Context: an optimization exercise on an open-source flow, tuned for small area, a short achievable clock period and few clock cycles per item. The choices shown serve that exercise and are no tape-out recipe.
The RTL was checked by simulation tests, not by an equivalence proof against the original design.
No driver is modelled on the clock port, so clocking that relies on it looks cheaper here than on a real chip.
No activity file was given, so power comes from the tool's default toggle rates.

<file path="design/flow/flow/run.sh">
#!/bin/bash
# Own layout flow: the standard ORFS flow (standard.sh, standard synthesis
# included), with one change: clock tree synthesis adds no dummy loads. The
# clock tree is still balanced over every register. make's full output goes
# to flow_make.log in the work folder; ORFS keeps its per-step logs under
# orfs/logs.
set -euo pipefail
export CTS_ARGS="-sink_clustering_enable -repair_clock_nets -sink_clustering_size 25 -sink_clustering_max_diameter 70 -dont_use_dummy_load"
bash standard.sh > flow_make.log 2>&1
</file>
<file path="design/flow/standard.sh">
#!/bin/bash
# synth_recipe.tcl (not shown) runs the flow's synth.tcl, then flattens the netlist and writes it again
# the make line also repeats each setting of config.mk as NAME=value (left out here)
make -C /OpenROAD-flow-scripts/flow DESIGN_CONFIG=/design/flow/config.mk WORK_HOME=/design/flow/orfs CLKGATE_MAP_FILE= SYNTH_SCRIPT=/design/flow/synth_recipe.tcl "${@:-finish}"
</file>
<file path="design/flow/config.mk">
export PLATFORM = sky130hd
export DESIGN_NAME = occupancy_grid_rect_fill
export DESIGN_NICKNAME = occupancy_grid_rect_fill
export VERILOG_FILES = /design/flow/design.v
export SDC_FILE = /design/flow/constraint.sdc
export NUM_CORES = 8
export LEC_CHECK = 0
export CAP_MARGIN = 30
export CORE_MARGIN = 2
export CORE_UTILIZATION = 40
export SETUP_SLACK_MARGIN = 5
export SLEW_MARGIN = 30
</file>
<file path="design/flow/constraint.sdc">
create_clock -name core_clock -period 8.0 [get_ports {clk}]
set_input_delay 1.6000 -clock core_clock [delete_from_list [all_inputs] [get_ports {clk}]]
set_output_delay 1.6000 -clock core_clock [all_outputs]
set_load 0.01 [all_outputs]
</file>
<file path="design/flow/design.v">
package ogrf_pkg;
  localparam int MAX_ROWS = 64;
  localparam int MAX_COLS = 64;
  localparam int ROW_AW   = (MAX_ROWS > 1) ? $clog2(MAX_ROWS) : 1;
  localparam int COL_AW   = (MAX_COLS > 1) ? $clog2(MAX_COLS) : 1;
  localparam int FUNC_W  = 2;
  localparam int COORD_W = 6;
  localparam int CELL_W  = 2;
  localparam int SIZE_W  = 7;
  localparam int CFG_IW  = 2;
  localparam logic [FUNC_W-1:0] FUNC_CLEAR = 2'd0;
  localparam logic [FUNC_W-1:0] FUNC_MARK  = 2'd1;
  localparam logic [FUNC_W-1:0] FUNC_READ  = 2'd2;
  localparam logic [CELL_W-1:0] CELL_FREE     = 2'd0;
  localparam logic [CELL_W-1:0] CELL_OBSTACLE = 2'd1;
  localparam logic [CELL_W-1:0] CELL_STATION  = 2'd2;
  localparam logic [CFG_IW-1:0] CFG_ROWS    = 2'd0;
  localparam logic [CFG_IW-1:0] CFG_COLS    = 2'd1;
  localparam logic [CFG_IW-1:0] CFG_STN_ROW = 2'd2;
  localparam logic [CFG_IW-1:0] CFG_STN_COL = 2'd3;
  localparam int RES_W = 4;
  localparam int QDEPTH = 4;
  localparam int QCNT_W = $clog2(QDEPTH + 1);
  localparam int QA_W   = $clog2(QDEPTH);
endpackage
import ogrf_pkg::*;
module ogrf_ctrl
(
  input  logic                      clk,
  input  logic                      rst_n,
  input  logic                      in_valid,
  output logic                      in_ready,
  output logic                      out_valid,
  input  logic                      out_ready,
  output logic [ogrf_pkg::RES_W-1:0] out_res,
  input  logic                      split_in,     
  input  logic                      res_valid,    
  input  logic [ogrf_pkg::RES_W-1:0] res_data
);
  logic [QCNT_W-1:0] outst_r, outst_nxt;    
  logic [QCNT_W-1:0] qcnt_r, qcnt_nxt;      
  logic [QA_W-1:0]   wp_r, rp_r, rp_nxt;    
  logic [QDEPTH*RES_W-1:0] q_r;            
  logic [RES_W-1:0]  head_r;                
  logic              ready_r;
  logic              valid_r;
  logic              acc, pop;
  assign in_ready  = ready_r;
  assign out_valid = valid_r;
  assign out_res   = head_r;
  assign acc = in_valid && ready_r;
  assign pop = valid_r && out_ready;
  always_comb begin
    outst_nxt = outst_r;
    if (acc && !pop) outst_nxt = outst_r + 1'b1;
    if (!acc && pop) outst_nxt = outst_r - 1'b1;
    qcnt_nxt = qcnt_r;
    if (res_valid && !pop) qcnt_nxt = qcnt_r + 1'b1;
    if (!res_valid && pop) qcnt_nxt = qcnt_r - 1'b1;
    rp_nxt = pop ? rp_r + 1'b1 : rp_r;
  end
  always_ff @(posedge clk) begin
    if (!rst_n) begin
      outst_r <= '0;
      qcnt_r  <= '0;
      wp_r    <= '0;
      rp_r    <= '0;
      ready_r <= 1'b1;
      valid_r <= 1'b0;
    end else begin
      outst_r <= outst_nxt;
      qcnt_r  <= qcnt_nxt;
      wp_r    <= res_valid ? wp_r + 1'b1 : wp_r;
      rp_r    <= rp_nxt;
      ready_r <= (int'(outst_nxt) < QDEPTH) && !(acc && split_in);
      valid_r <= (qcnt_nxt != '0);
    end
  end
  always_ff @(posedge clk) begin
    for (int i = 0; i < QDEPTH; i++) begin
      if (res_valid && (int'(wp_r) == i)) begin
        q_r[i*RES_W +: RES_W] <= res_data;
      end
    end
    if (res_valid && (wp_r == rp_nxt)) begin
      head_r <= res_data;
    end else begin
      head_r <= q_r[int'(rp_nxt)*RES_W +: RES_W];
    end
  end
endmodule
import ogrf_pkg::*;
module ogrf_dp
(
  input  logic               clk,
  input  logic               rst_n,
  input  logic               cfg_we,
  input  logic [ogrf_pkg::CFG_IW-1:0]  cfg_index,
  input  logic [ogrf_pkg::SIZE_W-1:0]  cfg_wdata,
  input  logic               in_valid,
  input  logic               in_ready,
  input  logic [ogrf_pkg::FUNC_W-1:0]  func,
  input  logic [ogrf_pkg::COORD_W-1:0] row_low,
  input  logic [ogrf_pkg::COORD_W-1:0] col_low,
  input  logic [ogrf_pkg::COORD_W-1:0] row_high,
  input  logic [ogrf_pkg::COORD_W-1:0] col_high,
  output logic               split_in,
  output logic               res_valid,
  output logic [ogrf_pkg::RES_W-1:0]   res_data
);
  logic [SIZE_W-1:0]  rows_r, cols_r;
  logic [COORD_W-1:0] stn_row_r, stn_col_r;
  always_ff @(posedge clk) begin
    if (!rst_n) begin
      rows_r    <= SIZE_W'(64);
      cols_r    <= SIZE_W'(64);
      stn_row_r <= '0;
      stn_col_r <= '0;
    end else if (cfg_we) begin
      unique case (cfg_index)
        CFG_ROWS:    rows_r    <= cfg_wdata;
        CFG_COLS:    cols_r    <= cfg_wdata;
        CFG_STN_ROW: stn_row_r <= cfg_wdata[COORD_W-1:0];
        CFG_STN_COL: stn_col_r <= cfg_wdata[COORD_W-1:0];
        default: begin
        end
      endcase
    end
  end
  logic i_rl_ok, i_rh_ok, i_cl_ok, i_ch_ok;
  logic i_mark, i_read, i_clear;
  logic i_mark_oor, i_read_oor, i_go, i_rd_go, i_stn_in, i_stn_col, i_stn_at;
  logic acc;
  assign acc = in_valid && in_ready;
  assign i_rl_ok = ({1'b0, row_low}  < rows_r);
  assign i_rh_ok = ({1'b0, row_high} < rows_r);
  assign i_cl_ok = ({1'b0, col_low}  < cols_r);
  assign i_ch_ok = ({1'b0, col_high} < cols_r);
  assign i_mark     = (func == FUNC_MARK);
  assign i_read     = (func == FUNC_READ);
  assign i_clear    = (func == FUNC_CLEAR);
  assign i_mark_oor = !(i_rl_ok && i_rh_ok && i_cl_ok && i_ch_ok);
  assign i_read_oor = !(i_rl_ok && i_cl_ok);
  assign i_go       = i_mark && !i_mark_oor;
  assign i_rd_go    = i_read && !i_read_oor;
  assign i_stn_col  = (stn_col_r >= col_low) && (stn_col_r <= col_high);
  assign i_stn_in   = (stn_row_r >= row_low) && (stn_row_r <= row_high) && i_stn_col;
  assign i_stn_at   = (row_low == stn_row_r) && (col_low == stn_col_r);
  assign split_in   = i_go && i_stn_in;
  logic [COORD_W-1:0]  i_col_end;
  logic [MAX_ROWS-1:0] i_row_in, i_row_sel, stn_row_sel;
  logic [MAX_COLS-1:0] i_col_in, stn_col_sel;
  assign i_col_end = i_read ? col_low : col_high;
  always_comb begin
    for (int r = 0; r < MAX_ROWS; r++) begin
      i_row_in[r]    = (r >= int'(row_low)) && (r <= int'(row_high));
      i_row_sel[r]   = (r == int'(row_low));
      stn_row_sel[r] = (r == int'(stn_row_r));
    end
    for (int c = 0; c < MAX_COLS; c++) begin
      i_col_in[c]    = (c >= int'(col_low)) && (c <= int'(i_col_end));
      stn_col_sel[c] = (c == int'(stn_col_r));
    end
  end
  logic                v1;        
  logic                sp1;       
  logic                ph2;       
  logic                keep1;     
  logic                wr1;       
  logic [MAX_ROWS-1:0] rm1;
  logic [MAX_COLS-1:0] cm1;
  logic [MAX_ROWS-1:0] rs1;       
  logic                oor1, stn1, need1;
  always_ff @(posedge clk) begin
    if (!rst_n) begin
      v1   <= 1'b0;
      sp1  <= 1'b0;
      ph2  <= 1'b0;
      keep1 <= 1'b0;
      wr1  <= 1'b0;
    end else begin
      v1   <= acc;
      sp1  <= acc && split_in;
      ph2  <= sp1;
      keep1 <= !(acc && i_clear);
      wr1  <= sp1 || (acc && i_go);
    end
  end
  always_ff @(posedge clk) begin
    if (sp1) begin
      rm1 <= stn_row_sel;
    end else begin
      rm1 <= i_row_in & ~(i_stn_col ? stn_row_sel : '0);
    end
  end
  always_ff @(posedge clk) begin
    if (!sp1) begin
      cm1 <= i_col_in;
    end
  end
  always_ff @(posedge clk) begin
    rs1   <= i_row_sel;
    oor1  <= (i_mark && i_mark_oor) || (i_read && i_read_oor);
    stn1  <= i_rd_go && i_stn_at;
    need1 <= i_rd_go && !i_stn_at;
  end
  logic [MAX_ROWS-1:0] row_m;
  logic [MAX_COLS-1:0] col_m;
  logic                keep;
  assign row_m = rm1 & {MAX_ROWS{wr1}};
  assign col_m = ph2 ? (cm1 & ~stn_col_sel) : cm1;
  assign keep  = keep1;
  logic [MAX_COLS-1:0] grid_r [MAX_ROWS];
  for (genvar r = 0; r < MAX_ROWS; r++) begin : g_row
    always_ff @(posedge clk) begin
      grid_r[r] <= (grid_r[r] & {MAX_COLS{keep}}) |
                   (col_m & {MAX_COLS{row_m[r]}});
    end
  end
  localparam int RD_GRP = 4;
  localparam int RD_W   = MAX_COLS / RD_GRP;
  logic [MAX_COLS-1:0] row_data, cell_data;
  logic [RD_W-1:0]     grp_data;
  always_comb begin
    row_data = '0;
    for (int r = 0; r < MAX_ROWS; r++) begin
      row_data = row_data | (grid_r[r] & {MAX_COLS{rs1[r]}});
    end
    cell_data = row_data & cm1;
    for (int g = 0; g < RD_W; g++) begin
      grp_data[g] = |cell_data[g*RD_GRP +: RD_GRP];
    end
  end
  logic [RD_W-1:0]     rd2;
  logic                v2;
  logic                oor2, ref2, stn2, need2;
  always_ff @(posedge clk) begin
    if (!rst_n) begin
      v2 <= 1'b0;
    end else begin
      v2 <= v1;
    end
  end
  always_ff @(posedge clk) begin
    rd2   <= grp_data;
    oor2  <= oor1;
    ref2  <= sp1;
    stn2  <= stn1;
    need2 <= need1;
  end
  logic [CELL_W-1:0] cell_st;
  always_comb begin
    cell_st = CELL_FREE;
    if (stn2) begin
      cell_st = CELL_STATION;
    end else if (need2 && (|rd2)) begin
      cell_st = CELL_OBSTACLE;
    end
  end
  assign res_valid = v2;
  assign res_data  = {oor2, ref2, cell_st};
endmodule
import ogrf_pkg::*;
module occupancy_grid_rect_fill
(
  input  logic              clk,
  input  logic              rst_n,
  input  logic              cfg_we,
  input  logic [ogrf_pkg::CFG_IW-1:0] cfg_index,
  input  logic [ogrf_pkg::SIZE_W-1:0] cfg_wdata,
  input  logic              in_tvalid,
  output logic              in_tready,
  input  logic [23:0]       in_tdata,    
  input  logic [1:0]        in_tuser,    
  output logic              out_tvalid,
  input  logic              out_tready,
  output logic [7:0]        out_tdata    
);
  logic             split_in;
  logic             res_valid;
  logic [RES_W-1:0] res_data;
  logic [RES_W-1:0] out_res;
  ogrf_ctrl u_ctrl (
    .clk        (clk),
    .rst_n      (rst_n),
    .in_valid   (in_tvalid),
    .in_ready   (in_tready),
    .out_valid  (out_tvalid),
    .out_ready  (out_tready),
    .out_res    (out_res),
    .split_in (split_in),
    .res_valid  (res_valid),
    .res_data   (res_data)
  );
  ogrf_dp u_dp (
    .clk        (clk),
    .rst_n      (rst_n),
    .cfg_we     (cfg_we),
    .cfg_index  (cfg_index),
    .cfg_wdata  (cfg_wdata),
    .in_valid   (in_tvalid),
    .in_ready   (in_tready),
    .func       (in_tuser),
    .row_low    (in_tdata[5:0]),
    .col_low    (in_tdata[11:6]),
    .row_high   (in_tdata[17:12]),
    .col_high   (in_tdata[23:18]),
    .split_in (split_in),
    .res_valid  (res_valid),
    .res_data   (res_data)
  );
  assign out_tdata = {4'b0000, out_res};
endmodule
</file>
==> results of run 1 <==
==> synth_stat cells (8+ instances only) <==
cell and number:
dfxtp_1 4295, nand2_1 4290, o21ai_0 4195, clkbuf_1 1358, a22o_1 1024, a221oi_1 1012, nand4_1 267, buf_2 206
nor2_1 187, buf_6 103, edfxtp_1 80, buf_1 70, or4_1 65, a21oi_1 64, ha_1 54, o21ai_1 54
nor3_1 40, inv_1 38, a211oi_1 36, nand3_1 36, a22oi_1 33, o22ai_1 28, a221oi_2 27, mux2i_1 26
buf_4 22, o211ai_1 17, nor2b_1 13, and2_1 10, o21ai_2 10, o221ai_1 9, a311oi_1 8
==> power by group <==
group | total (uW) | switching (uW) | internal [uW]
sequential | 22200 | 202 | 22000
combinational | 2030 | 1640 | 384
clock | 12100 | 7340 | 4770
total | 36300 | 9190 | 27100
==> flip-flops by register name (all words and copies together), names as in the netlist, 2 cells and up <==
| name | count |
|---|---|
| u_ctrl.head_r | 4 |
| u_ctrl.rp_r | 2 |
| u_ctrl.qcnt_r | 3 |
| u_dp.cm1 | 64 |
| u_dp.cols_r | 7 |
| u_dp.rm1 | 64 |
| u_dp.stn_row_r | 6 |
| u_dp.rs1 | 64 |
| u_ctrl.outst_r | 3 |
| u_dp.stn_col_r | 6 |
| u_ctrl.wp_r | 2 |
| u_ctrl.q_r | 16 |
| u_dp.grid_r | 4096 |
| u_dp.rows_r | 7 |
| u_dp.rd2 | 16 |
==> cell type report <==
cell class | count | area (um^2)
Sequential cell | 4375 | 88640
Clock buffer | 214 | 5355
Tap cell | 5242 | 6559
Multi-Input combinational cell | 11610 | 64070
Timing Repair Buffer | 569 | 6519
Antenna cell | 153 | 382.9
Fill cell | 39080 | 223400
Inverter | 45 | 212.7
==> worst max path at each step <==
stage | startpoint | endpoint | slack, ns | cells past startpoint
final | u_dp.wr1 | u_dp.grid_r[13][17] | 4.75 | 5
after global routing | in_tuser[1] | u_dp.cm1[23] | 4.96 | 8
after CTS | u_dp.rs1[26] | u_dp.rd2[8] | 4.93 | 7
after detailed placement | in_tdata[8] | u_dp.rm1[21] | 2.65 | 8
after global placement | in_tdata[8] | u_dp.rm1[32] | 2.42 | 8
after floorplan | in_tdata[9] | u_dp.rm1[28] | 4.80 | 10
==> placed cells by master, fill, tap and decap left out, drive strengths merged, types with 5 or more instances in the layout <==
cell and instances:
clkinvlp 5, a21o 5, a211oi 36, bufbuf 6
nand4 267, a22oi 33, or4 65, nor2 189
o31ai 6, o22ai 28, buf 522, nor2b 13
mux2i 27, diode 153, nand2b 5, xnor2 5
nor3b 5, clkbuf 219, o21ai 4259, a311oi 8
a31oi 6, nor3 40, a221oi 1039, a22o 1024
clkdlybuf4s50 26, ha 54, mux2 5, o221ai 9
a21oi 64, and2 10, nand2 4291, nand3b 7
o2111ai 6, dfxtp 4295, inv 36, nor4 7
nand3 36, o211ai 17, edfxtp 80
==> layer usage <==
layer	global-route usage (%)	vias up	share of wire [%]
met3	12.37	3461	16
li1	-	61020	-
met1	51.13	73920	36
met2	54.77	14010	40
met5	0.3019	-	0.054
met4	26.41	57	8.3
==> per-stage QoR <==
step,cell area [um^2],std cells
2_1_floorplan,158700,17790
3_3_place_gp,162600,21700
3_5_place_dp,162900,21700
4_1_cts,170000,21980
5_1_grt,171400,22070
6_report,171700,22210
==> timing repair <==
action                     4_1_cts  5_1_grt
cloned                           6        3
gates resized for setup        259       95
buffers inserted                60       65
setup endpoints to repair     1731      349
pin swaps                       14       11
==> logic make-up (layout without fill, tap and decap cells) <==
logic type / Yosys count / after routing / share of synthesized area, %
DFF: 4375 / 4375 / 55.78
and+or+nand+nor: 4951 / 4951 / 12.49
muxes: 36 / 36 / 0.2708
adders and majority gates: 54 / 54 / 0.4264
other: 1 / 157 / 0.002366
xor gates and xnor gates: 9 / 9 / 0.04974
buffers and inverters: 1805 / 828 / 4.979
AOI/OAI and AO/OA: 6558 / 6558 / 26.01
==> worst max-delay path, cell delays in order, from the launching register on <==
cell and delay [ns]:
dfxtp_4 0.44, buf_4 0.21, nand2_4 0.36, buf_4 0.82
buf_4 0.86, o21ai_0 0.18
==> notes.md, run 1 <==
- In this run the remaining antenna-violating nets after routing total 0.
- The cell count after synthesis is between 15000 and 20000.
- The synthesized cell area is around 160000 um^2.
- The final global-route overflow total is 0.
- The reg2reg setup slack is 4.75 ns.
- The TritonCTS clock tree is built.
- Clock-pin slew was measured on the worst setup and hold paths at ~0.09 ns.
- The tree built by TritonCTS fans out to 4375 sinks.
- Across the run, the number of max-cap violations was 0.
- The worst hold path terminates at u_dp.need2.
- In this run, the number of DRC markers left after iteration 0 of detailed routing was roughly 35000.
- The final hold violation count is 0.
- The count of state elements after synthesis is ~4400.
- The clock tree synthesis step divided the H-tree into 4 levels.
- The final layout net count is roughly 17000.
- In the synthesized netlist the async set-or-reset flop fraction comes to 0%.
- Clock latency on the worst-skew pair, taken at its later pin, is 1.04 ns.
- The via count of the first global-routing pass was between 100k and 150k.
- For the final database, setup skew stands at around 0.11 ns.
- In this run the deepest clock path goes through 4 buffers.
- The floorplan has roughly 230 rows.
- The worst setup path is captured at a flop.
- Counting flops with a built-in enable in the synthesized netlist gives 80.
- The type of the tightest min-delay check is reg -> reg.
- The number of antenna violations at the first check in global routing is between 150 and 200.
- The power per cell area is between 200 and 250 nW/um^2.
- Detailed placement ended at an HPWL of around 420000 um.
- The quantity of I/O buffers inserted on ports is 45.
- The worst slew margin relative to its limit is around 21%.
- Setup repair after global routing could not meet its margin everywhere.
- The placer's final routability congestion estimate is between 0.9 and 1.
- Measured on the finished design, the core utilization comes to between 40% and 50%.
- After detailed routing, the average wire length per cell comes to about 37 um.
- The die is around 630 um wide.
- The wire length of the first global-routing pass is 1100000 um.
- The total number of yosys warnings is 3.
- Based on the critical path, the design can be clocked at up to a little over 300 MHz.
- Summing internal, switching and leakage power gives between 30000 and 40000 uW.
- The die height is between 600 and 700 um.
- VDD sags by at most 0.1936 mV.
- Summed over all instances, the cell type with the most area after synthesis is dfxtp_1.
- The quantity of hold-fixing buffers added after cts is 0.
- The critical path data required time is 8.81 ns.
- The count of unique library cells instantiated by Yosys is 65.
- The worst register-to-register path ends at u_dp.grid_r[13][17].
- Hold is met by between 0.3 and 0.4 ns.
- Of the cells placed in the final design, the portion with a size suffix greater than 1 is under 10%.
- At the worst endpoint, the arrival time is 4.06 ns.
- OpenSTA, run right after detailed placement, puts the worst setup slack at roughly 2.7 ns.
- Summed over all failing endpoints, the final setup total negative slack is 0 ns.
- The area of the die is ~400000 um^2.
- The top-area cell type share of the netlist area is between 50% and 60%.
- The final wirelength is about 830000 um.
- The post-detailed-route DRC marker count is 0.
- The kind of launch point of the worst setup path is a flop.
- The flow ran to the end and the layout has no timing, DRC or antenna violations.
- The region available for standard cell placement spans about 400000 um^2.
- Counting the buffers created by CTS gives approximately 210.
- A synthesized cell averages 8.908 um^2.
- For this configuration, the core starts out at a cell density of approximately 40%.
- The share of the Yosys chip area taken by registers is a little under three fifths.
- The number of pins with negative max-slew slack in the final report is 0.
- The class of the most critical setup path is reg -> reg.
- Measured in cells, the most critical reg-to-reg path has a length of 5.
- The final-report setup violation count is 0.
- The time the worst path needs with I/O delays and setup is around 3.3 ns.
- Compared with the post-synthesis result, the final layout area differs by 8.375%.
- At the pin with the least slew margin, the transition time is ~1.2 ns.
- The part of the cycle the worst path needs is approximately two fifths.
- The overall routing resource usage is between 30% and 40%.
- Ranked by total cell area, the synthesized netlist is headed by dfxtp_1 (54%), o21ai_0 (13%), nand2_1 (10%).
- The top fanout value on the critical path is 27.
- The routed layout has about 150k vias.
- Clock tree synthesis selected as its root buffer the cell clkbuf_16.
- Using the TritonRoute via totals, the vias-per-cell ratio works out to just under 7.
- The launch point of the worst hold path is u_dp.need1.
- The largest net degree at the start of global routing is 242.
- The number of search-and-repair iterations in the first detailed-routing pass is 10.
- Counting instances, the worst hold path has a depth of 0.
- The main flop type after synthesis is dfxtp_1.
- During I/O placement, the number of pins put on the boundary was 50.
- The startpoint identified for the worst register-to-register timing path is u_dp.wr1.
- The leakage power is 0.05796 uW.
- In the post-route analysis, the smallest setup slack over all paths is around 4.7 ns.
Testbench counts, summed over its fixed seeds: cycles 3,246, requests 3,200.
==> run 2, diff against run 1 <==
--- a/design/flow/design.v
+++ b/design/flow/design.v
@@ -169,2 +169,3 @@
   logic                wr1;       
+  logic                ex1;       
   logic [MAX_ROWS-1:0] rm1;
@@ -180,2 +181,3 @@
       wr1  <= 1'b0;
+      ex1  <= 1'b0;
     end else begin
@@ -186,2 +188,3 @@
       wr1  <= sp1 || (acc && i_go);
+      ex1  <= !sp1 && i_stn_col;
     end
@@ -192,3 +195,3 @@
     end else begin
-      rm1 <= i_row_in & ~(i_stn_col ? stn_row_sel : '0);
+      rm1 <= i_row_in;
     end
@@ -209,3 +212,3 @@
   logic                keep;
-  assign row_m = rm1 & {MAX_ROWS{wr1}};
+  assign row_m = rm1 & {MAX_ROWS{wr1}} & ~(ex1 ? stn_row_sel : '0);
   assign col_m = ph2 ? (cm1 & ~stn_col_sel) : cm1;
@@ -219,3 +222,3 @@
   end
-  localparam int RD_GRP = 4;
+  localparam int RD_GRP = 2;
   localparam int RD_W   = MAX_COLS / RD_GRP;
==> run 2 against run 1 <==
Effect of this change:
- now fails the layout checks on antenna violations, max-slew violations
- clock power is essentially flat
- via count rose by 0.41%
- total power is 0.49% higher
- synthesized area fell by 0.41%
- setup slack got worse by 0.079 ns
- routed wire length down 1.7%
- combinational power is 4% lower
- cell count is 0.72% higher
- critical path depth increased by 1
- count of clock-buffer cells in the layout rose by 4
- die area decreased by 0.41%
- largest power group unchanged
==> notes.md, run 2 <==
- The clock-pin slew on the worst setup and hold paths is 0.09 ns (about the same).
- The top-area cell type share of the netlist area came to 54.70% (was 54.26%).
- The flip-flop count of the largest register, all copies and words added came to 4096 (unchanged).
- The final sum of negative setup slack is 0 ns (unchanged).
- The number of search-and-repair iterations in the first detailed-routing pass is 8 (was 10).
- The maximum achievable frequency is 300.4 MHz (was 307.7 MHz).
- The final global-route overflow total is 0 (unchanged).
- The die span in x is 632.1 um (was 633.4 um).
- The most numerous cell in the Yosys netlist is dfxtp_1 (unchanged).
- The post-detailed-route DRC marker count is 0 (unchanged).
- The count of H-tree levels built during CTS came to 4 (unchanged).
- The fraction of final layout cells with drive strength greater than 1 is 6.182% (was 6.601%).
- The remaining antenna violation count is 6 (was 0).
- The number of antenna violations at the first check in global routing came to 119 (was 177).
- The cell taking the most area after synthesis is dfxtp_1 (unchanged).
- The final wirelength was 818700 um (was 832800 um).
- The slowest stage cell on the critical path was nand3_1 (was buf_4).
- The average wire per standard cell came to 36.60 um (was 37.50 um).
- The number of ports placed on the die boundary is 50 (unchanged).
- The source-to-sink clock delay at the later pin of the worst-skew pair came to 1.06 ns (was 1.04 ns).
- The checks that failed were antenna violations, max-slew violations.
- Most frequent cells in the layout: dfxtp_1 (4240), nand2_1 (4227), o21ai_0 (4165) (was nand2_1 (4223), dfxtp_1 (4223), o21ai_0 (4159)).
- The part of the cycle the worst path needs is 41.62% (was 40.63%).
- The data arrival time of the critical path was 4.18 ns (was 4.06 ns).
- The kind of launch point of the worst setup path is a flop (unchanged).
- The main flop type after synthesis is dfxtp_1 (unchanged).
- The family with the most delay on the worst path is simple AND/OR/NAND/NOR gates (was buffers and inverters).
- The final-report setup violation count was 0 (unchanged).
- The synthesis-to-finish area growth is 9.267% (was 8.375%).
- The total power after layout was 36490 uW (was 36310 uW).
- The critical path data required time is 8.86 ns (was 8.81 ns).
- The launching instance or port of the critical path is u_dp.stn_col_r[2] (was u_dp.wr1).
- The worst clock skew is 0.1637 ns (was 0.1096 ns).
- Leading post-synthesis cells by cell area: dfxtp_1 (55%), o21ai_0 (13%), nand2_1 (10%) (was dfxtp_1 (54%), o21ai_0 (13%), nand2_1 (10%)).
- The time the worst path needs with I/O delays and setup came to 3.329 ns (was 3.250 ns).
- The reg-to-reg critical path startpoint is u_dp.stn_col_r[2] (was u_dp.wr1).
- The launch point of the worst hold path is u_dp.need1 (unchanged).
- The iteration-0 DRC count of the detailed router came to 36730 (was 35000).
- Most common library cells after synthesis: dfxtp_1 (4312), nand2_1 (4240), o21ai_0 (4165) (was dfxtp_1 (4295), nand2_1 (4290), o21ai_0 (4195)).
- The largest stage delay on the critical path is 0.84 ns (was 0.86 ns).
- Setup repair after global routing missed its margin: yes (unchanged).
- Worst-path cell chain: nor2_1 > nand3_1 > buf_4 > o21ai_4 > buf_4 > o21ai_0 (was buf_4 > nand2_4 > buf_4 > buf_4 > o21ai_0).
- The peak supply drop is 0.1938 mV (was 0.1936 mV).
- The number of vias per cell after detailed routing is 6.843 (was 6.864).
- The utilization of the core after routing is 43.93% (was 43.47%).
- The leakage power is 0.05829 uW (was 0.05796 uW).
- The transition time at the pin with the least slew margin is 1.656 ns (was 1.191 ns).
- The placer's final routability congestion estimate was 0.8953 (was 0.9557).
- The total number of clock tree sinks is 4392 (was 4375).
- The via count of the first global-routing pass is 128900 (was 128300).
- The type of the tightest min-delay check is reg -> reg (unchanged).
- Run status: failed layout checks (was no timing/DRC/antenna violations).
- The area of the die is 399600 um^2 (was 401200 um^2).
- The count of unique library cells instantiated by Yosys is 65 (unchanged).
- The CTS root buffer is clkbuf_16 (unchanged).
- The number of pins with negative max-slew slack in the final report is 62 (was 0).
- The class of the most critical setup path is reg -> reg (unchanged).
- The overall routing resource usage is 38.66% (was 39.12%).
- The largest register by flop count is u_dp.grid_r (unchanged).
- The most repeated library cell on the critical path is buf_4 (unchanged).
- The worst slew margin relative to its limit is -10.38% (was 20.58%).
- The half-perimeter wire length after detailed placement is 391100 um (was 421800 um).
- The number of synthesized flops with an enable pin was 80 (unchanged).
- The final hold violation count is 0 (unchanged).
- The library cell used most frequently in the layout, excluding fill and tap cells, is dfxtp_1.
- The top fanout value on the critical path came to 64 (was 27).
- The site row count came to 230 (was 231).
- The post-synthesis sequential area ratio is 56.22% (was 55.78%).
- The number of buffers created by CTS is 218 (was 214).
- The async set-reset flop share out of synthesis was 0% (unchanged).
- The synthesized cell area was 157800 um^2 (was 158500 um^2).
- The via count is 153100 (was 152500).
- The mean post-synth cell area is 8.769 um^2 (was 8.908 um^2).
- The smallest hold slack was 0.3393 ns (was 0.3115 ns).
- The setup slack after layout is 4.671 ns (was 4.750 ns).
- The pre-CTS setup slack is 3.035 ns (was 2.650 ns).
- The quantity of I/O buffers inserted on ports is 45 (unchanged).
- The final layout net count is 17100 (was 16910).
- The total number of yosys warnings is 3 (unchanged).
- The placeable core region was 392500 um^2 (was 395100 um^2).
- The starting density of the core came to 40.20% (was 40.11%).
- The TritonCTS clock tree is built (unchanged).
- The cell count after synthesis is 18000 (was 17790).
- The power per cell area is 211.6 nW/um^2 (was 211.4 nW/um^2).
- The count of state elements after synthesis was 4392 (was 4375).
- The kind of end point of the critical path is a flop (unchanged).
- The die height came to 632.1 um (was 633.4 um).
- The max-cap check violation count came to 0 (unchanged).
- The wire length of the first global-routing pass is 1087000 um (was 1100000 um).
- The deepest clock path buffer count is 4 (unchanged).
- The largest net degree at the start of global routing came to 255 (was 242).
- The number of buffers and inverters on the critical path is 2 (was 3).
==> run 2: cell types whose count changed after synthesis, moves of 19 or more <==
cell      before   now
a221oi_1    1012   498
o211ai_2       0    19
nand2_1     4290  4240
nand4_1      267   211
o41ai_1        0    64
clkbuf_1    1358  1492
a22o_1      1024   499
a22oi_1       33  1051
buf_6        103    16
o211ai_1      17    48
buf_1         70   168
buf_2        206    88
o21ai_0     4195  4165
nand3_1       36   283
==> run 2: what timing repair did <==
action | 4_1_cts | 5_1_grt
gates resized for setup | 237 | 142
cloned | 9 | 5
pin swaps | 19 | 17
setup buffers | 60 | 58
endpoints found under the setup margin | 973 | 1915
hold buffers | 0 | 0
==> run 2: report_power, final <==
part           switching (uW)  leakage, uW  internal (uW)
sequential                262       0.0357          22000
clock                    7380      0.00269           4850
combinational            1570       0.0199            383
total                    9210       0.0583          27300
==> run 2: routing by layer <==
metal / track usage [%] / vias to the layer above / routed length [um]
li1: - / 61340 / -
met1: 51.19 / 73780 / 291500
met2: 53.11 / 14530 / 320300
met3: 13.20 / 3415 / 141100
met4: 25.05 / 19 / 65640
met5: 0 / - / 221
==> run 2: final timing paths <==
path	to	slack [ns]	depth (start not counted)
max reg2reg	u_dp.grid_r[41][3]	4.67	6
min reg2reg	u_dp.need2	0.34	0
max	u_dp.grid_r[41][3]	4.67	6
min	u_dp.need2	0.34	0
==> run 2: cell type report <==
class / instances / area, um^2
Multi-Input combinational cell: 11800 / 63970
Sequential cell: 4392 / 88980
Fill cell: 39110 / 220100
Tap cell: 5220 / 6531
Inverter: 44 / 188.9
Timing Repair Buffer: 552 / 6930
Clock buffer: 218 / 5455
Antenna cell: 150 / 375.4
==> run 2: cell families (layout without fill, tap and decap cells) <==
kind of cell    Yosys count  after routing  share of synthesized area, %
flops                  4392           4392                         56.22
simple gates           5072           5072                         12.92
fa+ha+maj                54             54                        0.4282
buf+inv                1814            814                         4.475
xor+xnor                  9              9                       0.04995
other cells               1            154                      0.002376
compound gates         6620           6622                         25.65
mux                      34             34                        0.2513
==> run 2: through the flow <==
stage | cell area (um^2) | instances
4_1_cts | 170600 | 22150
3_3_place_gp | 163200 | 21860
6_report | 172400 | 22370
2_1_floorplan | 157900 | 18000
3_5_place_dp | 163400 | 21860
5_1_grt | 172100 | 22230
Testbench counts of run 2, summed over its fixed seeds: cycles 3,246, requests 3,200.
==> run 3, diff against run 2 <==
--- a/design/flow/design.v
+++ b/design/flow/design.v
@@ -166,6 +166,3 @@
   logic                sp1;       
-  logic                ph2;       
   logic                keep1;     
-  logic                wr1;       
-  logic                ex1;       
   logic [MAX_ROWS-1:0] rm1;
@@ -178,6 +175,4 @@
       sp1  <= 1'b0;
-      ph2  <= 1'b0;
       keep1 <= 1'b0;
-      wr1  <= 1'b0;
-      ex1  <= 1'b0;
+      rm1  <= '0;
     end else begin
@@ -185,6 +180,10 @@
       sp1  <= acc && split_in;
-      ph2  <= sp1;
       keep1 <= !(acc && i_clear);
-      wr1  <= sp1 || (acc && i_go);
-      ex1  <= !sp1 && i_stn_col;
+      if (sp1) begin
+        rm1 <= stn_row_sel;
+      end else if (acc && i_go) begin
+        rm1 <= i_row_in & ~(i_stn_col ? stn_row_sel : '0);
+      end else begin
+        rm1 <= '0;
+      end
     end
@@ -193,9 +192,4 @@
     if (sp1) begin
-      rm1 <= stn_row_sel;
+      cm1 <= cm1 & ~stn_col_sel;
     end else begin
-      rm1 <= i_row_in;
-    end
-  end
-  always_ff @(posedge clk) begin
-    if (!sp1) begin
       cm1 <= i_col_in;
@@ -212,4 +206,4 @@
   logic                keep;
-  assign row_m = rm1 & {MAX_ROWS{wr1}} & ~(ex1 ? stn_row_sel : '0);
-  assign col_m = ph2 ? (cm1 & ~stn_col_sel) : cm1;
+  assign row_m = rm1;
+  assign col_m = cm1;
   assign keep  = keep1;
--- a/design/flow/config.mk
+++ b/design/flow/config.mk
@@ -11,2 +11,2 @@
 export SETUP_SLACK_MARGIN = 5
-export SLEW_MARGIN = 30
+export SLEW_MARGIN = 50
==> run 3 against run 2 <==
Effect of this change:
- the run now finishes clean
- total power rose by 0.62%
- setup slack gained 0.15 ns
- sequential share of layout area shrank 0.59 points
- die area rose by 0.11%
- clock power is essentially flat
- highest routed layer unchanged
==> notes.md, run 3 <==
- The count of state elements after synthesis is 4389 (was 4392).
- The critical path data required time is 8.87 ns (was 8.86 ns).
- The number of vias per cell after detailed routing is 7.677 (was 6.843).
- The largest net degree at the start of global routing is 166 (was 255).
- The synthesis-to-finish area growth is 9.958% (was 9.267%).
- The max-cap check violation count was 0 (unchanged).
- The area of the die is 400000 um^2 (was 399600 um^2).
- The number of buffers created by CTS was 223 (was 218).
- The total number of clock tree sinks is 4389 (was 4392).
- The half-perimeter wire length after detailed placement is 426100 um (was 391100 um).
- The deepest clock path buffer count is 4 (unchanged).
- The die span in x came to 632.4 um (was 632.1 um).
- The final-report setup violation count is 0 (unchanged).
- The site row count was 230 (unchanged).
- The top fanout value on the critical path is 42 (was 64).
- Most common library cells after synthesis: a22o_1 (4590), dfxtp_1 (4373), clkbuf_1 (1514) (was dfxtp_1 (4312), nand2_1 (4240), o21ai_0 (4165)).
- The post-synthesis sequential area ratio is 55.72% (was 56.22%).
- The number of search-and-repair iterations in the first detailed-routing pass is 9 (was 8).
- The async set-reset flop share out of synthesis is 0% (unchanged).
- The internal power is 27390 uW (was 27280 uW).
- The share of total power in combinational logic came to 6.1% (was 5.3%).
- The class of the most critical setup path is reg -> reg (unchanged).
- The kind of launch point of the worst setup path is a flop (unchanged).
- Run status: no timing/DRC/antenna violations (was failed layout checks).
- The transition time at the pin with the least slew margin is 0.9230 ns (was 1.656 ns).
- The quantity of I/O buffers inserted on ports was 45 (unchanged).
- The top-area cell type share of the netlist area is 55.42% (was 54.70%).
- Leading post-synthesis cells by cell area: dfxtp_1 (55%), a22o_1 (25%), a22oi_1 (5.1%) (was dfxtp_1 (55%), o21ai_0 (13%), nand2_1 (10%)).
- Setup repair after global routing missed its margin: yes (unchanged).
- The worst slew margin relative to its limit was 38.47% (was -10.38%).
- The cell taking the most area after synthesis is dfxtp_1 (unchanged).
- The data arrival time of the critical path is 4.04 ns (was 4.18 ns).
- The part of the cycle the worst path needs came to 39.70% (was 41.62%).
- The utilization of the core after routing is 44.22% (was 43.93%).
- The CTS root buffer is clkbuf_16 (unchanged).
- The clock-pin slew on the worst setup and hold paths was 0.10 ns (was 0.09 ns).
- The synthesized cell area is 158000 um^2 (was 157800 um^2).
- The time the worst path needs with I/O delays and setup is 3.176 ns (was 3.329 ns).
- The smallest hold slack came to 0.3338 ns (was 0.3393 ns).
- The number of synthesized flops with an enable pin is 16 (was 80).
- The worst clock skew is 0.1249 ns (was 0.1637 ns).
- The mean post-synth cell area is 11.21 um^2 (was 8.769 um^2).
- The overall routing resource usage is 38.20% (was 38.66%).
- The final hold violation count is 0 (unchanged).
- The net switching component of the power is 9321 uW (was 9207 uW).
- The average wire per standard cell is 44.26 um (was 36.60 um).
- The final wirelength is 813300 um (was 818700 um).
- The fraction of final layout cells with drive strength greater than 1 was 9.681% (was 6.182%).
- The placeable core region is 392800 um^2 (was 392500 um^2).
- The reg2reg setup slack is 4.82 ns (was 4.67 ns).
- The post-detailed-route DRC marker count came to 0 (unchanged).
- The via count of the first global-routing pass is 121700 (was 128900).
- The kind of end point of the critical path is a flop (unchanged).
- The leakage power is 0.06423 uW (was 0.05829 uW).
- The remaining antenna violation count is 0 (was 6).
- The maximum achievable frequency was 314.9 MHz (was 300.4 MHz).
- The most common cell after layout, fill and taps aside is a22o_1 (was dfxtp_1).
- The via count was 141100 (was 153100).
- The TritonCTS clock tree is built (unchanged).
- The number of pins with negative max-slew slack in the final report was 0 (was 62).
- The number of ports placed on the die boundary came to 50 (unchanged).
- The cell count after synthesis is 14090 (was 18000).
- The final global-route overflow total was 0 (unchanged).
- The power per cell area was 211.4 nW/um^2 (was 211.6 nW/um^2).
- The flip-flop count of the largest register, all copies and words added is 4096 (unchanged).
- The most numerous cell in the Yosys netlist is a22o_1 (was dfxtp_1).
- The starting density of the core came to 40.22% (was 40.20%).
- The main flop type after synthesis is dfxtp_1 (unchanged).
- The count of unique library cells instantiated by Yosys was 64 (was 65).
- The final layout net count is 13190 (was 17100).
- The share of total power in the clock network was 33.7% (was 33.5%).
- The wire length of the first global-routing pass was 1075000 um (was 1087000 um).
- The placer's final routability congestion estimate is 0.9191 (was 0.8953).
- The number of antenna violations at the first check in global routing came to 62 (was 119).
- The share of power burned in registers is 60.2% (was 61.1%).
- The proportion of total power due to net switching is 25.39% (was 25.23%).
- The peak supply drop came to 0.2084 mV (was 0.1938 mV).
- The iteration-0 DRC count of the detailed router is 30750 (was 36730).
- The type of the tightest min-delay check is reg -> reg (unchanged).
- The largest register by flop count is u_dp.grid_r (unchanged).
- Most frequent cells in the layout: a22o_1 (4590), dfxtp_1 (4175), a22oi_1 (1066) (was dfxtp_1 (4240), nand2_1 (4227), o21ai_0 (4165)).
- The total number of yosys warnings came to 3 (unchanged).
- The source-to-sink clock delay at the later pin of the worst-skew pair is 1.04 ns (was 1.06 ns).
- The final sum of negative setup slack is 0 ns (unchanged).
- The total power after layout is 36720 uW (was 36490 uW).
- The die height is 632.4 um (was 632.1 um).
- The count of H-tree levels built during CTS is 4 (unchanged).
[run 3: changes by cell type in the layout (fill, tap and decap cells not counted), moves of 57 or more]
cell and delta:
o21ai_0 -4081, dfxtp_2 +57, a22o_1 +4091, buf_6 +130
diode_2 -94, o21ai_4 -62, dfxtp_4 +69, edfxtp_1 -64
dfxtp_1 -65, nand2_1 -4061
[run 3: path summary, 6_finish.rpt]
check                    start            to  cells past startpoint
hold / removal      u_dp.need1    u_dp.need2                      0
setup / recovery  u_dp.rs1[58]  u_dp.rd2[24]                      7
hold reg to reg     u_dp.need1    u_dp.need2                      0
setup reg to reg  u_dp.rs1[58]  u_dp.rd2[24]                      7
[run 3: cell type report]
cell class	count	area, um^2
Fill cell	36090	219100
Sequential cell	4389	88610
Multi-Input combinational cell	7769	63800
Timing Repair Buffer	671	8855
Tap cell	5220	6531
Clock buffer	223	5580
Inverter	46	191.4
Antenna cell	56	140.1
[run 3: cell families (layout without fill, tap and decap cells)]
kind of cell	Yosys count	in the layout	share of synthesized area [%]
mux	40	40	0.2891
fa+ha+maj	54	54	0.4277
buf+inv	1939	940	4.796
other cells	1	60	0.002374
xor+xnor	9	9	0.04990
simple gates	1071	1073	3.470
compound gates	6589	6589	35.24
flops	4389	4389	55.72
[run 3: power by group through the flow]
| stage | combinational (uW) | clock, uW | sequential (uW) |
|---|---|---|---|
| after global routing | 2240 | 13000 | 22100 |
| after floorplan | 1220 | 0 | 22600 |
| after global placement | 1850 | 0 | 22700 |
| final | 2220 | 12400 | 22100 |
| after CTS | 2050 | 12200 | 22100 |
| after detailed placement | 1980 | 0 | 22600 |
[run 3: worst max-delay path, stage by stage (launching register included)]
cell and delay, ns:
dfxtp_4 0.45, buf_12 0.27, a221oi_4 0.43, nand3_1 0.16
or4_4 0.60, o41ai_4 0.63, buf_6 0.26, nand2_1 0.06
[run 3: repair_timing]
item / in CTS / in global routing
hold buffers: 0 / 0
hold endpoints to repair: 0 / 0
resized for setup: 223 / 131
endpoints found under the setup margin: 205 / 174
setup buffers: 61 / 53
cloned: 15 / 7
pin swaps: 25 / 29
[run 3: through the flow]
stage | setup slack (ns) | instance area, um^2 | std cells
global route | 4.900 | 173600 | 18320
CTS | 4.873 | 172200 | 18250
global placement | 2.307 | 162100 | 17870
finish | 4.824 | 173700 | 18370
floorplan | 4.550 | 158400 | 14100
detailed placement | 2.666 | 164800 | 17950
[run 3: metal layers]
metal / up-vias / global-route usage (%) / share of wire [%]
li1: 53500 / - / -
met1: 70570 / 50.66 / 37
met2: 13830 / 52.95 / 40
met3: 3129 / 12.69 / 16
met4: 32 / 24.06 / 7.8
met5: - / 0.1932 / 0.047
Testbench counts of run 3, summed over its fixed seeds: cycles 3,246, requests 3,200.
==> run 4, diff against run 3 <==
--- a/design/flow/config.mk
+++ b/design/flow/config.mk
@@ -7,3 +7,3 @@
 export LEC_CHECK = 0
-export CAP_MARGIN = 30
+export CAP_MARGIN = 20
 export CORE_MARGIN = 2
@@ -11,2 +11,2 @@
 export SETUP_SLACK_MARGIN = 5
-export SLEW_MARGIN = 50
+export SLEW_MARGIN = 20
==> run 4 against run 3 <==
Effect of this change:
- utilization decreased by 0.45 points
- sequential power barely moved
- combinational power down 6%
- largest cell class unchanged
- still clean on timing, DRC and antenna
- global-route usage increased by 0.75 points
- sequential share of layout area increased by 0.53 points
- synthesized area is the same
- worst hold slack worse by 0.0017 ns
- non-clock buffer count decreased by 32
==> notes.md, run 4 <==
- The area of the die is 400000 um^2 (unchanged).
- The placeable core region is 392800 um^2 (unchanged).
- The die height is 632.4 um (unchanged).
- The final instance count without filler cells is 18370 (about the same).
- The top-area cell type share of the netlist area was 55.42% (unchanged).
- The iteration-0 DRC count of the detailed router came to 31120 (was 30750).
- The cell taking the most area after synthesis is dfxtp_1 (unchanged).
- The power per cell area is 213.3 nW/um^2 (was 211.4 nW/um^2).
- The final wirelength came to 828100 um (was 813300 um).
- The count of H-tree levels built during CTS is 4 (unchanged).
- The CTS root buffer was clkbuf_16 (unchanged).
- The kind of launch point of the worst setup path is a flop (unchanged).
- The source-to-sink clock delay at the later pin of the worst-skew pair is 1.03 ns (was 1.04 ns).
- The async set-reset flop share out of synthesis is 0% (unchanged).
- The largest net degree at the start of global routing is 228 (was 166).
- The number of buffers created by CTS was 223 (unchanged).
- The transition time at the pin with the least slew margin is 1.404 ns (was 0.9230 ns).
- The worst slew margin relative to its limit is 6.407% (was 38.47%).
- The synthesized cell area came to 158000 um^2 (unchanged).
- The starting density of the core is 40.22% (unchanged).
- The deepest clock path buffer count is 4 (unchanged).
- The count of state elements after synthesis is 4389 (unchanged).
- Setup repair after global routing missed its margin: yes (unchanged).
- The peak supply drop came to 0.2321 mV (was 0.2084 mV).
- The max-cap check violation count is 0 (unchanged).
- The number of pins with negative max-slew slack in the final report is 0 (unchanged).
- The quantity of I/O buffers inserted on ports was 45 (unchanged).
- The largest register by flop count is u_dp.grid_r (unchanged).
- The most common cell after layout, fill and taps aside is a22o_1 (unchanged).
- The site row count was 230 (unchanged).
- The flip-flop count of the largest register, all copies and words added is 4096 (unchanged).
- The final-report setup violation count is 0 (unchanged).
- The final layout net count came to 13160 (was 13190).
- The remaining antenna violation count is 0 (unchanged).
- The number of synthesized flops with an enable pin is 16 (unchanged).
- The final hold violation count is 0 (unchanged).
- The wire length of the first global-routing pass is 1089000 um (was 1075000 um).
- The half-perimeter wire length after detailed placement came to 412000 um (was 426100 um).
- Most frequent cells in the layout: a22o_1 (4590), dfxtp_1 (4175), a22oi_1 (1066) (unchanged).
- The slowest stage cell on the critical path is o41ai_4 (unchanged).
- The top fanout value on the critical path is 21 (was 42).
- The setup slack after layout is 4.809 ns (was 4.824 ns).
- The number of vias per cell after detailed routing is 7.733 (was 7.677).
- Most common library cells after synthesis: a22o_1 (4590), dfxtp_1 (4373), clkbuf_1 (1514) (unchanged).
- The mean post-synth cell area is 11.21 um^2 (unchanged).
- The pre-CTS setup slack was 2.457 ns (was 2.666 ns).
- The count of unique library cells instantiated by Yosys is 64 (unchanged).
- The post-synthesis sequential area ratio is 55.72% (unchanged).
- The largest stage delay on the critical path came to 1.00 ns (was 0.63 ns).
- The clock-pin slew on the worst setup and hold paths is 0.10 ns (about the same).
- The worst clock skew is 0.1630 ns (was 0.1249 ns).
- The TritonCTS clock tree was built (unchanged).
- The number of search-and-repair iterations in the first detailed-routing pass is 9 (unchanged).
- The die span in x is 632.4 um (unchanged).
- The critical path data required time is 8.84 ns (was 8.87 ns).
- The data arrival time of the critical path is 4.03 ns (was 4.04 ns).
- The total number of clock tree sinks was 4389 (unchanged).
- The via count came to 142100 (was 141100).
- Run status: no timing/DRC/antenna violations (unchanged).
- The post-detailed-route DRC marker count is 0 (unchanged).
- The via count of the first global-routing pass came to 121600 (was 121700).
- The overall routing resource usage was 38.95% (was 38.20%).
- Leading post-synthesis cells by cell area: dfxtp_1 (55%), a22o_1 (25%), a22oi_1 (5.1%) (unchanged).
- The synthesis-to-finish area growth came to 8.838% (was 9.958%).
- The leakage power is 0.06366 uW (was 0.06423 uW).
- The final sum of negative setup slack is 0 ns (unchanged).
- The kind of end point of the critical path is a flop (unchanged).
- The cell count after synthesis is 14090 (unchanged).
- Worst-path cell chain: buf_8 > a22oi_1 > nand3_2 > or4_4 > o41ai_4 > nand2_1 (was buf_12 > a221oi_4 > nand3_1 > or4_4 > o41ai_4 > buf_6 > nand2_1).
- The class of the most critical setup path is reg -> reg (unchanged).
- The placer's final routability congestion estimate is 0.9191 (unchanged).
- The most numerous cell in the Yosys netlist was a22o_1 (unchanged).
- The total placed cells including tap cells is 17870 (was 17950).
- The final global-route overflow total is 0 (unchanged).
- The number of ports placed on the die boundary came to 50 (unchanged).
- The part of the cycle the worst path needs is 39.89% (was 39.70%).
- The fraction of final layout cells with drive strength greater than 1 is 9.331% (was 9.681%).
- The type of the tightest min-delay check is reg -> reg (unchanged).
- The main flop type after synthesis is dfxtp_1 (unchanged).
- The total number of yosys warnings is 3 (unchanged).
- The average wire per standard cell is 45.07 um (was 44.26 um).
- The time the worst path needs with I/O delays and setup is 3.191 ns (was 3.176 ns).
- The maximum achievable frequency is 313.4 MHz (was 314.9 MHz).
- The quantity of hold-fixing buffers added after cts came to 0 (unchanged).
- The number of antenna violations at the first check in global routing came to 89 (was 62).
## run 4: cell counts after synthesis
Identical to the previous run, type by type.
## run 4: kinds of logic (layout without fill, tap and decap cells)
| group | Yosys count | after routing | share of synthesized area [%] |
|---|---|---|---|
| XOR/XNOR | 9 | 9 | 0.04990 |
| buffers and inverters | 1939 | 908 | 4.796 |
| AO/OA/AOI/OAI | 6589 | 6589 | 35.24 |
| multiplexers | 40 | 40 | 0.2891 |
| flip-flops | 4389 | 4389 | 55.72 |
| adder cells (fa/ha/maj) | 54 | 54 | 0.4277 |
| other | 1 | 92 | 0.002374 |
| AND/OR/NAND/NOR | 1071 | 1071 | 3.470 |
## run 4: area by class of cell
cell class / instances / area, um^2
multi-input combinational: 7767 / 63700
antenna: 88 / 220.2
inverter: 46 / 188.9
sequential: 4389 / 88610
fill: 36220 / 220900
clock buffer: 223 / 5580
tap: 5220 / 6531
timing repair buffer: 639 / 7106
## run 4: timing repair
| action | in CTS | in global routing |
|---|---|---|
| cloned | 21 | 5 |
| hold endpoints to repair | 0 | 0 |
| gates resized for setup | 297 | 128 |
| pin swaps | 28 | 39 |
| setup endpoints to repair | 141 | 113 |
| setup buffers | 90 | 77 |
## run 4: metal layers
layer	GRT usage (%)	wire [um]
met1	51.18	301200
met2	52.63	322700
met3	14.03	135000
met4	26.97	68790
met5	0.1087	448
## run 4: where the power goes
group	switching, uW	total, uW	internal (uW)	leakage [uW]
clock network	7460	12400	4960	0.00275
registers	221	22200	22000	0.0355
logic	1680	2080	407	0.0254
total	9360	36700	27300	0.0637
## run 4: worst paths after layout
| kind | start | end | slack [ns] | cells after the start |
|---|---|---|---|---|
| setup reg to reg | u_dp.rs1[38] | u_dp.rd2[24] | 4.81 | 6 |
| hold reg to reg | u_dp.need1 | u_dp.need2 | 0.33 | 0 |
| setup / recovery | u_dp.rs1[38] | u_dp.rd2[24] | 4.81 | 6 |
| hold / removal | u_dp.need1 | u_dp.need2 | 0.33 | 0 |
## run 4: stage by stage
step	hold WS (ns)	total power [uW]	cell area, um^2	util (%)
after global routing	0.3378	37230	171700	43.72
after CTS	0.3341	36310	170500	43.40
final	0.3321	36670	171900	43.77
after global placement	0.3227	24530	162100	41.27
after detailed placement	0.3132	24510	162200	41.28
after floorplan	0.3096	23780	158400	-
## run 4: worst max-delay path: cells and delay by family, from the launching register on
family	cells	cell delay, ns
flops	1	0.54
compound gates	2	1.27
simple gates	3	0.80
buf+inv	1	0.35
==> run 5, diff against run 4 <==
--- a/design/flow/design.v
+++ b/design/flow/design.v
@@ -216,3 +216,3 @@
   end
-  localparam int RD_GRP = 2;
+  localparam int RD_GRP = 1;
   localparam int RD_W   = MAX_COLS / RD_GRP;
==> design/flow/flow/run.sh (replaced) <==
#!/bin/bash
# Own layout flow: the standard ORFS flow (standard.sh, standard synthesis
# included), with two changes: clock tree synthesis adds no dummy loads (the
# tree is still balanced over every register), and the resize, clock tree and
# global route steps estimate signal wires on met1/met2 30% more pessimistically
# (flow/rc_scale.tcl) before their repairs. make's full output goes to
# flow_make.log in the work folder; ORFS keeps its per-step logs under orfs/logs.
set -euo pipefail
export CTS_ARGS="-sink_clustering_enable -repair_clock_nets -sink_clustering_size 25 -sink_clustering_max_diameter 70 -dont_use_dummy_load"
RC="$(pwd)/flow/rc_scale.tcl"
export PRE_RESIZE_TCL="$RC" PRE_CTS_TCL="$RC" PRE_GLOBAL_ROUTE_TCL="$RC"
bash standard.sh > flow_make.log 2>&1
==> design/flow/flow/rc_scale.tcl (new file) <==
set rc_k 1.3
set_layer_rc -layer met1 -capacitance [expr {1.72375E-04 * $rc_k}] -resistance [expr {8.929e-04 * $rc_k}]
set_layer_rc -layer met2 -capacitance [expr {1.36233E-04 * $rc_k}] -resistance [expr {8.929e-04 * $rc_k}]
set_wire_rc -signal -layer met1
==> run 5 against run 4 <==
Effect of this change:
- register-to-register slack improved by 0.32 ns
- largest power group unchanged
- clock skew decreased by 0.034 ns
- still clean
- total power decreased by 0.17%
==> notes.md, run 5 <==
- The critical path data required time was 6.40 ns (was 8.84 ns).
- The via count was 141100 (was 142100).
- The class of the most critical setup path is reg -> out (was reg -> reg).
- The average wire per standard cell is 44.55 um (was 45.07 um).
- The number of cells on the worst hold path is 0 (unchanged).
- The peak supply drop is 0.1811 mV (was 0.2321 mV).
- The quantity of hold-fixing buffers added after cts was 0 (unchanged).
- The total length of routed met3 wires is 124800 um (was 135000 um).
- The number of antenna violations at the first check in global routing is 83 (was 89).
- The transition time at the pin with the least slew margin was 1.133 ns (was 1.404 ns).
- The flip-flop count of the largest register, all copies and words added was 4096 (unchanged).
- The number of buffers created by CTS was 216 (was 223).
- The overall routing resource usage came to 38.44% (was 38.95%).
- The maximum achievable frequency is 327.5 MHz (was 313.4 MHz).
- The final layout net count is 13050 (was 13160).
- The TritonCTS clock tree is built (unchanged).
- The synthesized cell area is 158500 um^2 (was 158000 um^2).
- The half-perimeter wire length after detailed placement is 420200 um (was 412000 um).
- The number of pins with negative max-slew slack in the final report came to 0 (unchanged).
- The count of unique library cells instantiated by Yosys is 64 (unchanged).
- The setup slack after layout is 4.946 ns (was 4.809 ns).
- The total number of yosys warnings is 3 (unchanged).
- The remaining antenna violation count came to 0 (unchanged).
- The max-cap check violation count is 0 (unchanged).
- The family with the most delay on the worst path was flip-flops (was compound AO/OA/AOI/OAI gates).
- Most frequent cells in the layout: a22o_1 (4678), dfxtp_1 (4203), a22oi_1 (892) (was a22o_1 (4590), dfxtp_1 (4175), a22oi_1 (1066)).
- The combined area of the multi-input logic cells was 63260 um^2 (was 63700 um^2).
- The final global-route overflow total came to 0 (unchanged).
- The total stage count of the critical path came to 1 (was 6).
- The die span in x was 633.5 um (was 632.4 um).
- The area of the die came to 401300 um^2 (was 400000 um^2).
- The async set-reset flop share out of synthesis is 0% (unchanged).
- The fraction of final layout cells with drive strength greater than 1 is 8.127% (was 9.331%).
- The number of fill cells in the layout is 36650 (was 36220).
- The final sum of negative setup slack was 0 ns (unchanged).
- The site row count is 231 (was 230).
- Most common library cells after synthesis: a22o_1 (4678), dfxtp_1 (4405), clkbuf_1 (1589) (was a22o_1 (4590), dfxtp_1 (4373), clkbuf_1 (1514)).
- The number of search-and-repair iterations in the first detailed-routing pass is 9 (unchanged).
- The wire length of the first global-routing pass is 1081000 um (was 1089000 um).
- The most numerous cell in the Yosys netlist is a22o_1 (unchanged).
- The count of state elements after synthesis was 4421 (was 4389).
- The main flop type after synthesis is dfxtp_1 (unchanged).
- The time the worst path needs with I/O delays and setup is 3.054 ns (was 3.191 ns).
- The pre-CTS setup slack was 2.900 ns (was 2.457 ns).
- The cell count after synthesis is 14110 (was 14090).
- The leakage power came to 0.06192 uW (was 0.06366 uW).
- The number of buffers and inverters on the critical path came to 1 (unchanged).
- The type of the tightest min-delay check is reg -> reg (unchanged).
- The die height is 633.5 um (was 632.4 um).
- The starting density of the core is 40.11% (was 40.22%).
- The final hold violation count is 0 (unchanged).
- The kind of launch point of the worst setup path is a flop (unchanged).
- The synthesis-to-finish area growth came to 7.819% (was 8.838%).
- The top layer used by detailed routing is met5 (unchanged).
- The worst clock skew was 0.1287 ns (was 0.1630 ns).
- The largest stage delay on the critical path is 0.36 ns (was 1.00 ns).
- The final wirelength came to 814500 um (was 828100 um).
- The post-detailed-route DRC marker count is 0 (unchanged).
- The mean post-synth cell area is 11.23 um^2 (was 11.21 um^2).
- The largest register by flop count is u_dp.grid_r (unchanged).
- The total number of clock tree sinks is 4421 (was 4389).
- The clock-pin slew on the worst setup and hold paths was 0.09 ns (was 0.10 ns).
- The kind of end point of the critical path is a primary output (was flop).
- The largest net degree at the start of global routing came to 228 (unchanged).
- The post-synthesis sequential area ratio is 55.94% (was 55.72%).
- The source-to-sink clock delay at the later pin of the worst-skew pair came to 1.00 ns (was 1.03 ns).
- Leading post-synthesis cells by cell area: dfxtp_1 (56%), a22o_1 (26%), a22oi_1 (4.2%) (was dfxtp_1 (55%), a22o_1 (25%), a22oi_1 (5.1%)).
- The number of synthesized flops with an enable pin was 16 (unchanged).
- The top fanout value on the critical path is 1 (was 21).
- The top-area cell type share of the netlist area came to 55.64% (was 55.42%).
- The power per cell area is 214.2 nW/um^2 (was 213.3 nW/um^2).
- Run status: no timing/DRC/antenna violations (unchanged).
- Worst-path cell chain: buf_6 (was buf_8 > a22oi_1 > nand3_2 > or4_4 > o41ai_4 > nand2_1).
- The worst slew margin relative to its limit is 24.48% (was 6.407%).
- The cell taking the most area after synthesis is dfxtp_1 (unchanged).
- The data arrival time of the critical path is 1.45 ns (was 4.03 ns).
- The number of vias per cell after detailed routing is 7.721 (was 7.733).
- The part of the cycle the worst path needs was 38.17% (was 39.89%).
- The via count of the first global-routing pass is 121900 (was 121600).
- The number of ports placed on the die boundary came to 50 (unchanged).
- The worst reg-to-reg path cell count came to 7 (was 6).
- Setup repair after global routing missed its margin: yes (unchanged).
- The met2 wirelength from detailed routing was 322500 um (was 322700 um).
- The routed metal-1 wire length is 301200 um (about the same).
- The iteration-0 DRC count of the detailed router is 31160 (was 31120).
- The placer's final routability congestion estimate was 0.9429 (was 0.9191).
- The slowest stage cell on the critical path is dfxtp_2 (was o41ai_4).
- The area occupied by registers was 89260 um^2 (was 88610 um^2).
- The quantity of I/O buffers inserted on ports came to 45 (unchanged).
- The most common cell after layout, fill and taps aside is a22o_1 (unchanged).
- The final-report setup violation count came to 0 (unchanged).
- The placeable core region is 395100 um^2 (was 392800 um^2).
run 5: report_power, final:
group / leakage, uW / switching (uW) / internal [uW] / total [uW]
registers: 0.0358 / 257 / 22100 / 22400
logic: 0.0235 / 1620 / 373 / 1990
clock network: 0.00266 / 7430 / 4820 / 12200
run 5: area by class of cell:
type                            count  share of cell area, %
Sequential cell                  4421                  52.23
Inverter                           42                 0.1069
Timing Repair Buffer              520                  3.520
Antenna cell                       82                 0.1201
Tap cell                         5242                  3.838
Clock buffer                      216                  3.163
Multi-Input combinational cell   7758                  37.02
run 5: what timing repair did:
item	4_1_cts	5_1_grt
gates resized for setup	225	80
cloned	7	6
pin swaps	9	14
setup endpoints to repair	505	1847
setup buffers	47	18
run 5: per-layer routing:
metal | up-vias | track usage, %
met5 | - | 0
met3 | 3160 | 11.84
met1 | 71210 | 51.06
met4 | 34 | 26.10
met2 | 13420 | 53.03
li1 | 53320 | -
run 5: cells by family after synthesis:
kind of cell	synth area share, %
compound gates	35.20
xor+xnor	0.04974
fa+ha+maj	0.4263
buf+inv	4.630
flops	55.94
mux	0.2692
other cells	0.002366
simple gates	3.478
run 5: final timing paths:
check / from / endpoint / slack, ns
hold reg to reg: u_dp.oor1 / u_dp.oor2 / 0.33
setup / recovery: u_ctrl.head_r[2] / out_tdata[2] / 4.95
setup reg to reg: u_dp.rs1[53] / u_dp.rd2[41] / 5.13
hold / removal: u_dp.oor1 / u_dp.oor2 / 0.33
run 5: metrics by stage:
step / util (%) / total power (uW) / area (um^2) / std cells / hold slack [ns]
finish: 43.25 / 36610 / 170900 / 18280 / 0.3253
global route: 43.20 / 38510 / 170700 / 18200 / 0.3331
CTS: 43.07 / 37310 / 170200 / 18170 / 0.3323
detailed placement: 41.38 / 24650 / 163500 / 17900 / 0.3461
global placement: 41.18 / 24660 / 162700 / 17870 / 0.3563
floorplan: - / 23920 / 158900 / 14120 / 0.3096
Testbench counts of run 5, summed over its fixed seeds: cycles 3,246, requests 3,200.
==> run 6, diff against run 5 <==
--- a/design/flow/design.v
+++ b/design/flow/design.v
@@ -216,3 +216,3 @@
   end
-  localparam int RD_GRP = 1;
+  localparam int RD_GRP = 2;
   localparam int RD_W   = MAX_COLS / RD_GRP;
==> run 6 against run 5 <==
Effect of this change:
- synthesized area shrank 0.33%
- global-route usage grew 1.4 points
- count of clock-buffer cells in the layout grew 9
- final area grew 2.5%
- via count grew 2.3%
- synthesized cell count shrank 0.14%
- routed wire length grew 4.3%
- die area shrank 0.32%
- worst hold slack gained 0.0082 ns
- first-iteration DRC count grew 3.3%
- highest routed layer unchanged
- sequential cell count shrank 32
- still clean
- register-to-register slack lost 0.10 ns
==> notes.md, run 6 <==
- Run status: no timing/DRC/antenna violations (unchanged).
- The count of state elements after synthesis is 4389 (was 4421).
- Leading post-synthesis cells by cell area: dfxtp_1 (55%), a22o_1 (25%), a22oi_1 (5.1%) (was dfxtp_1 (56%), a22o_1 (26%), a22oi_1 (4.2%)).
- The final layout net count was 13280 (was 13050).
- The largest net degree at the start of global routing was 228 (unchanged).
- The data arrival time of the critical path is 1.46 ns (was 1.45 ns).
- The area of the die is 400000 um^2 (was 401300 um^2).
- The number of synthesized flops with an enable pin came to 16 (unchanged).
- The part of the cycle the worst path needs was 38.22% (was 38.17%).
- The critical path data required time is 6.40 ns (about the same).
- The post-route cell area is 175200 um^2 (was 170900 um^2).
- The worst slew margin relative to its limit came to 19.99% (was 24.48%).
- The flip-flop count of the largest register, all copies and words added is 4096 (unchanged).
- The post-placement cell area is 162700 um^2 (was 163500 um^2).
- The post-detailed-route DRC marker count is 0 (unchanged).
- The die span in x was 632.4 um (was 633.5 um).
- The top-area cell type share of the netlist area is 55.42% (was 55.64%).
- The max-cap check violation count is 0 (unchanged).
- The remaining antenna violation count is 0 (unchanged).
- The die height came to 632.4 um (was 633.5 um).
- The via count of the first global-routing pass is 122700 (was 121900).
- Setup repair after global routing missed its margin: yes (unchanged).
- The synthesis-to-finish area growth is 10.92% (was 7.819%).
- The most common cell after layout, fill and taps aside is a22o_1 (unchanged).
- The number of buffers and inverters on the critical path is 1 (unchanged).
- The number of pins with negative max-slew slack in the final report was 0 (unchanged).
- The kind of end point of the critical path is a primary output (unchanged).
- The TritonCTS clock tree was built (unchanged).
- The count of unique library cells instantiated by Yosys was 64 (unchanged).
- The site row count came to 230 (was 231).
- The leakage power came to 0.06500 uW (was 0.06192 uW).
- The smallest hold slack is 0.3335 ns (was 0.3253 ns).
- Most frequent cells in the layout: a22o_1 (4589), dfxtp_1 (4174), a22oi_1 (1061) (was a22o_1 (4678), dfxtp_1 (4203), a22oi_1 (892)).
- The most numerous cell in the Yosys netlist is a22o_1 (unchanged).
- The quantity of hold-fixing buffers added after cts is 0 (unchanged).
- The power per cell area is 210.3 nW/um^2 (was 214.2 nW/um^2).
- The kind of launch point of the worst setup path is a flop (unchanged).
- The number of buffers created by CTS was 225 (was 216).
- The starting density of the core is 40.22% (was 40.11%).
- The via count is 144400 (was 141100).
- The number of antenna violations at the first check in global routing is 103 (was 83).
- The mean post-synth cell area is 11.21 um^2 (was 11.23 um^2).
- The type of the tightest min-delay check is reg -> reg (unchanged).
- The final sum of negative setup slack is 0 ns (unchanged).
- The peak supply drop is 0.2054 mV (was 0.1811 mV).
- The time the worst path needs with I/O delays and setup was 3.058 ns (was 3.054 ns).
- The average wire per standard cell was 45.86 um (was 44.55 um).
- The worst clock skew was 0.1801 ns (was 0.1287 ns).
- The maximum achievable frequency is 327.0 MHz (was 327.5 MHz).
[run 6: changes by cell type after synthesis, moves of 61 or more]
cell | before | now
a21boi_0 | 61 | 0
a221oi_1 | 579 | 481
a22o_1 | 4678 | 4590
a22oi_1 | 893 | 1066
buf_2 | 6 | 83
clkbuf_1 | 1589 | 1514
nand3_1 | 116 | 273
nand4_1 | 332 | 225
nor3_1 | 170 | 40
o41ai_1 | 4 | 67
[run 6: logic make-up (layout without fill, tap and decap cells)]
kind of cell | after synthesis | in the layout | share of synthesized area, %
and+or+nand+nor | 1071 | 1072 | 3.470
other | 1 | 129 | 0.002374
xor gates and xnor gates | 9 | 9 | 0.04990
buffers and inverters | 1939 | 1025 | 4.796
muxes | 40 | 40 | 0.2891
DFF | 4389 | 4389 | 55.72
AOI/OAI and AO/OA | 6589 | 6589 | 35.24
adders and majority gates | 54 | 54 | 0.4277
[run 6: power by group]
part / internal, uW / total, uW / switching, uW
Sequential: 22000 / 22100 / 193
Combinational: 471 / 2230 / 1760
Clock: 5000 / 12500 / 7480
[run 6: routing by layer]
metal / wire length (um) / vias to the layer above / global-route usage [%] / part of all wire (%)
li1: - / 53750 / - / -
met1: 304900 / 72070 / 51.45 / 36
met2: 327400 / 14710 / 53.67 / 39
met3: 141300 / 3780 / 15.50 / 17
met4: 75510 / 56 / 28.25 / 8.9
met5: 485 / - / 0 / 0.057
[run 6: repair_timing]
item,4_1_cts,5_1_grt
buffers inserted,178,55
endpoints found under the setup margin,402,1717
cloned,30,13
pin swaps,43,44
resized for setup,432,165
[run 6: path summary, 6_finish.rpt]
check / to / slack (ns) / startpoint / cells past startpoint
worst min register to register: u_dp.need2 / 0.33 / u_dp.need1 / 0
worst max register to register: u_dp.rd2[18] / 5.03 / u_dp.rs1[19] / 7
worst max-delay path: in_tready / 4.94 / u_ctrl.ready_r / 1
worst min-delay path: u_dp.need2 / 0.33 / u_dp.need1 / 0
[run 6: layout make-up]
class | count | area share [%]
Sequential cell | 4389 | 50.57
Multi-Input combinational cell | 7768 | 36.68
Timing Repair Buffer | 754 | 5.520
Tap cell | 5220 | 3.727
Clock buffer | 225 | 3.213
Antenna cell | 125 | 0.1785
Inverter | 46 | 0.1078
[run 6: through the flow]
stage	util, %	worst slack [ns]	instances	power (uW)
after floorplan	-	4.550	14100	23780
after global placement	41.27	2.307	17870	24530
after detailed placement	41.43	2.668	17890	24520
after CTS	44.03	4.857	18320	37450
after global routing	44.54	4.836	18410	38690
final	44.61	4.942	18530	36850
Testbench counts of run 6, summed over its fixed seeds: cycles 3,246, requests 3,200.

Re-timed with assumed drivers on the ports (clkbuf_16 on the clock, buf_2 on other inputs), run 6 has 4.813 ns of setup slack against 4.942 ns with ideal ports, and 4.044 ns once port delays also move by the mid clock arrival of 1.077 ns.
